Background: an optimization exercise with open tools, aiming at small area. Do not read the settings as production practice.
In this exercise RTL edits were held to simulation tests only and were not proved equivalent to the original.
Power is estimated from default activity; no workload was simulated.

## id_stage
module id_stage (
   input  wire             i_clk,
   input  wire             i_rst,
   input  wire             i_instr_valid,
   output logic            o_instr_ready,
   input  mips_id_pkg::word_t      i_pc,
   input  mips_id_pkg::word_t      i_instr,
   input  wire             i_wb_we,
   input  mips_id_pkg::reg_num_t   i_wb_addr,
   input  mips_id_pkg::word_t      i_wb_data,
   output logic            o_idex_valid,
   input  wire             i_idex_ready,
   output mips_id_pkg::idex_data_t      o_idex_data,
   output mips_id_pkg::idex_ctrl_t      o_idex_ctrl,
   output mips_id_pkg::redirect_t       o_redirect
);
clock: 9.0 ns
lec_check: 0
cap_margin: 20
cell_pad_in_sites_detail_placement: 1
cell_pad_in_sites_global_placement: 1
core_margin: 2
core_utilization: 50
setup_slack_margin: 0.7
slew_margin: 20
standard.sh (not shown) runs the stock make flow with config.mk's settings and CLKGATE_MAP_FILE= SYNTH_SCRIPT=/design/flow/synth_recipe.tcl, a recipe that flattens the netlist after the stock synthesis.
==> flow/flow/run.sh <==
#!/bin/bash
# Layout flow: the standard ORFS flow with
#  - an area-oriented ABC mapping script in synthesis (registers untouched:
#    flip-flops are mapped by dfflibmap before ABC runs),
#  - port buffers of the smallest buffer cell,
#  - clock tree synthesis without dummy loads,
#  - the settings below.
set -euo pipefail
HERE=$PWD
FLOWDIR=$HERE/flow

{
  echo "proc abc {args} {"
  echo "  set i [lsearch -exact \$args -script]"
  echo "  if {\$i >= 0} { lset args [expr {\$i + 1}] $FLOWDIR/abc_area.script }"
  echo "  yosys abc {*}\$args"
  echo "}"
  cat synth_recipe.tcl
} > my_synth.tcl

sed -e "s#SYNTH_SCRIPT=[^ ]*#SYNTH_SCRIPT=$HERE/my_synth.tcl#" \
    -e 's#"\${@:-finish}"#"$@"#' standard.sh > my_standard.sh

source $FLOWDIR/settings.sh

bash my_standard.sh "${EXTRA[@]}" finish > flow.log 2>&1
==> flow/flow/abc_area.script <==
&get -n
&st
&dch
&nf -a
&st
&dch
&nf -a
&put
==> flow/flow/settings.sh <==
EXTRA=(
  "BUFFER_PORTS_ARGS=-buffer_cell sky130_fd_sc_hd__buf_1"
  "CTS_ARGS=-sink_clustering_enable -repair_clock_nets -dont_use_dummy_load -buf_list sky130_fd_sc_hd__clkbuf_16 -sink_clustering_size 20 -sink_clustering_max_diameter 60"
)
The baseline completed without violations.
Change:
==> flow/run.sh (new file) <==
#!/bin/bash
# synth_recipe.tcl (not shown) runs the flow's synth.tcl, then flattens the netlist and writes it again
# the make line also repeats each setting of config.mk as NAME=value (left out here)
make -C /OpenROAD-flow-scripts/flow DESIGN_CONFIG=/design/flow/config.mk WORK_HOME=/design/flow/orfs CLKGATE_MAP_FILE= SYNTH_SCRIPT=/design/flow/synth_recipe.tcl finish
CELL_PAD_IN_SITES_DETAIL_PLACEMENT = default   (was 1)
CELL_PAD_IN_SITES_GLOBAL_PLACEMENT = default   (was 1)
CORE_UTILIZATION = 45   (was 50)
SETUP_SLACK_MARGIN = default   (was 0.7)
removed: flow/flow/run.sh
removed: flow/flow/abc_area.script
removed: flow/flow/settings.sh
removed: flow/standard.sh
What happened: Now the flow completed and failed the layout checks on negative setup slack; non-clock buffer count increases by 131; clock power increases by 39%; wire length increases by 16%; global-route usage decreases by 2.4 points.
Change:
SETUP_SLACK_MARGIN = 0.4   (was default)
After rerunning:
- The changed run produced a clean layout
- hold slack stays flat
- die area does not change
- sequential cell count does not change
- total power grows by 0.33%
- setup slack improved by 590 ps
- critical path depth is unchanged
- utilization grows by 0.45 points
- fmax climbs by 6.8%
- non-clock buffer count went up by 28
Change:
==> flow/flow/run.sh (new file) <==
#!/bin/bash
# Layout flow: the standard ORFS flow with
#  - an area-oriented ABC mapping script in synthesis (registers untouched:
#    flip-flops are mapped by dfflibmap before ABC runs),
#  - port buffers of the smallest buffer cell,
#  - clock tree synthesis without dummy loads,
#  - the settings below.
set -euo pipefail
HERE=$PWD
FLOWDIR=$HERE/flow

{
  echo "proc abc {args} {"
  echo "  set i [lsearch -exact \$args -script]"
  echo "  if {\$i >= 0} { lset args [expr {\$i + 1}] $FLOWDIR/abc_area.script }"
  echo "  yosys abc {*}\$args"
  echo "}"
  cat synth_recipe.tcl
} > my_synth.tcl

sed -e "s#SYNTH_SCRIPT=[^ ]*#SYNTH_SCRIPT=$HERE/my_synth.tcl#" \
    -e 's#"\${@:-finish}"#"$@"#' standard.sh > my_standard.sh

source $FLOWDIR/settings.sh

bash my_standard.sh "${EXTRA[@]}" finish > flow.log 2>&1
==> flow/flow/abc_area.script (new file) <==
&get -n
&st
&dch
&nf -a
&st
&dch
&nf -a
&put
==> flow/flow/settings.sh (new file) <==
EXTRA=(
  "BUFFER_PORTS_ARGS=-buffer_cell sky130_fd_sc_hd__buf_1"
  "CTS_ARGS=-sink_clustering_enable -repair_clock_nets -dont_use_dummy_load -buf_list sky130_fd_sc_hd__clkbuf_16 -sink_clustering_size 20 -sink_clustering_max_diameter 60"
)
==> flow/standard.sh (new file) <==
#!/bin/bash
# synth_recipe.tcl (not shown) runs the flow's synth.tcl, then flattens the netlist and writes it again
# the make line also repeats each setting of config.mk as NAME=value (left out here)
make -C /OpenROAD-flow-scripts/flow DESIGN_CONFIG=/design/flow/config.mk WORK_HOME=/design/flow/orfs CLKGATE_MAP_FILE= SYNTH_SCRIPT=/design/flow/synth_recipe.tcl "${@:-finish}"
CELL_PAD_IN_SITES_DETAIL_PLACEMENT = 1   (was default)
CELL_PAD_IN_SITES_GLOBAL_PLACEMENT = 1   (was default)
CORE_UTILIZATION = 50   (was 45)
SETUP_SLACK_MARGIN = 1.0   (was 0.4)
removed: flow/run.sh
Outcome: The changed run finished clean; worst setup slack gains 610 ps; maximum frequency came out higher by 7.5%; clock skew came out higher by 7.4 ps; wire length came out lower by 15%; clock-buffer cell count came out lower by 47; final area came out lower by 14%; combinational power came out lower by 29%; synthesized area came out lower by 7.8%; via count came out lower by 11%; flip-flop and latch count is unchanged; power came out lower by 14%.

[separate check: timing with driven ports]
The flow's constraints put no driver on any port. The routed layouts listed below were extracted and timed again, unchanged, in two steps.
Step 1 (the two cells are an assumption about what drives the block):
set clk [get_ports {i_clk}]
set_driving_cell -lib_cell sky130_fd_sc_hd__clkbuf_16 $clk
set_driving_cell -lib_cell sky130_fd_sc_hd__buf_2 [delete_from_list [all_inputs] $clk]
Step 2 also shifts input and output timing later by t, the mid clock arrival at the registers, as if the neighbouring blocks saw the same clock.
a / b / c = ideal / step 1 / step 2; a / b = the first two.
| run | t, ns | setup slack, ns | hold slack, ns | worst setup path at the end |
|---|---|---|---|---|
| the first run | 0.755 | 0.509 / 0.426 / 0.426 | 0.566 / 0.566 / 0.566 | input to output |
| the second run | 0.811 | -0.305 / -0.348 / -0.348 | 0.530 / 0.530 / 0.530 | input to output |
| the third run | 0.804 | 0.288 / 0.240 / 0.240 | 0.530 / 0.530 / 0.530 | input to output |
| the fourth run | 0.750 | 0.898 / 0.868 / 0.868 | 0.550 / 0.550 / 0.550 | input to output |
The setup slack of the first run, which loses most, moves by -0.083 ns with the drivers and by -0.083 ns with both steps.
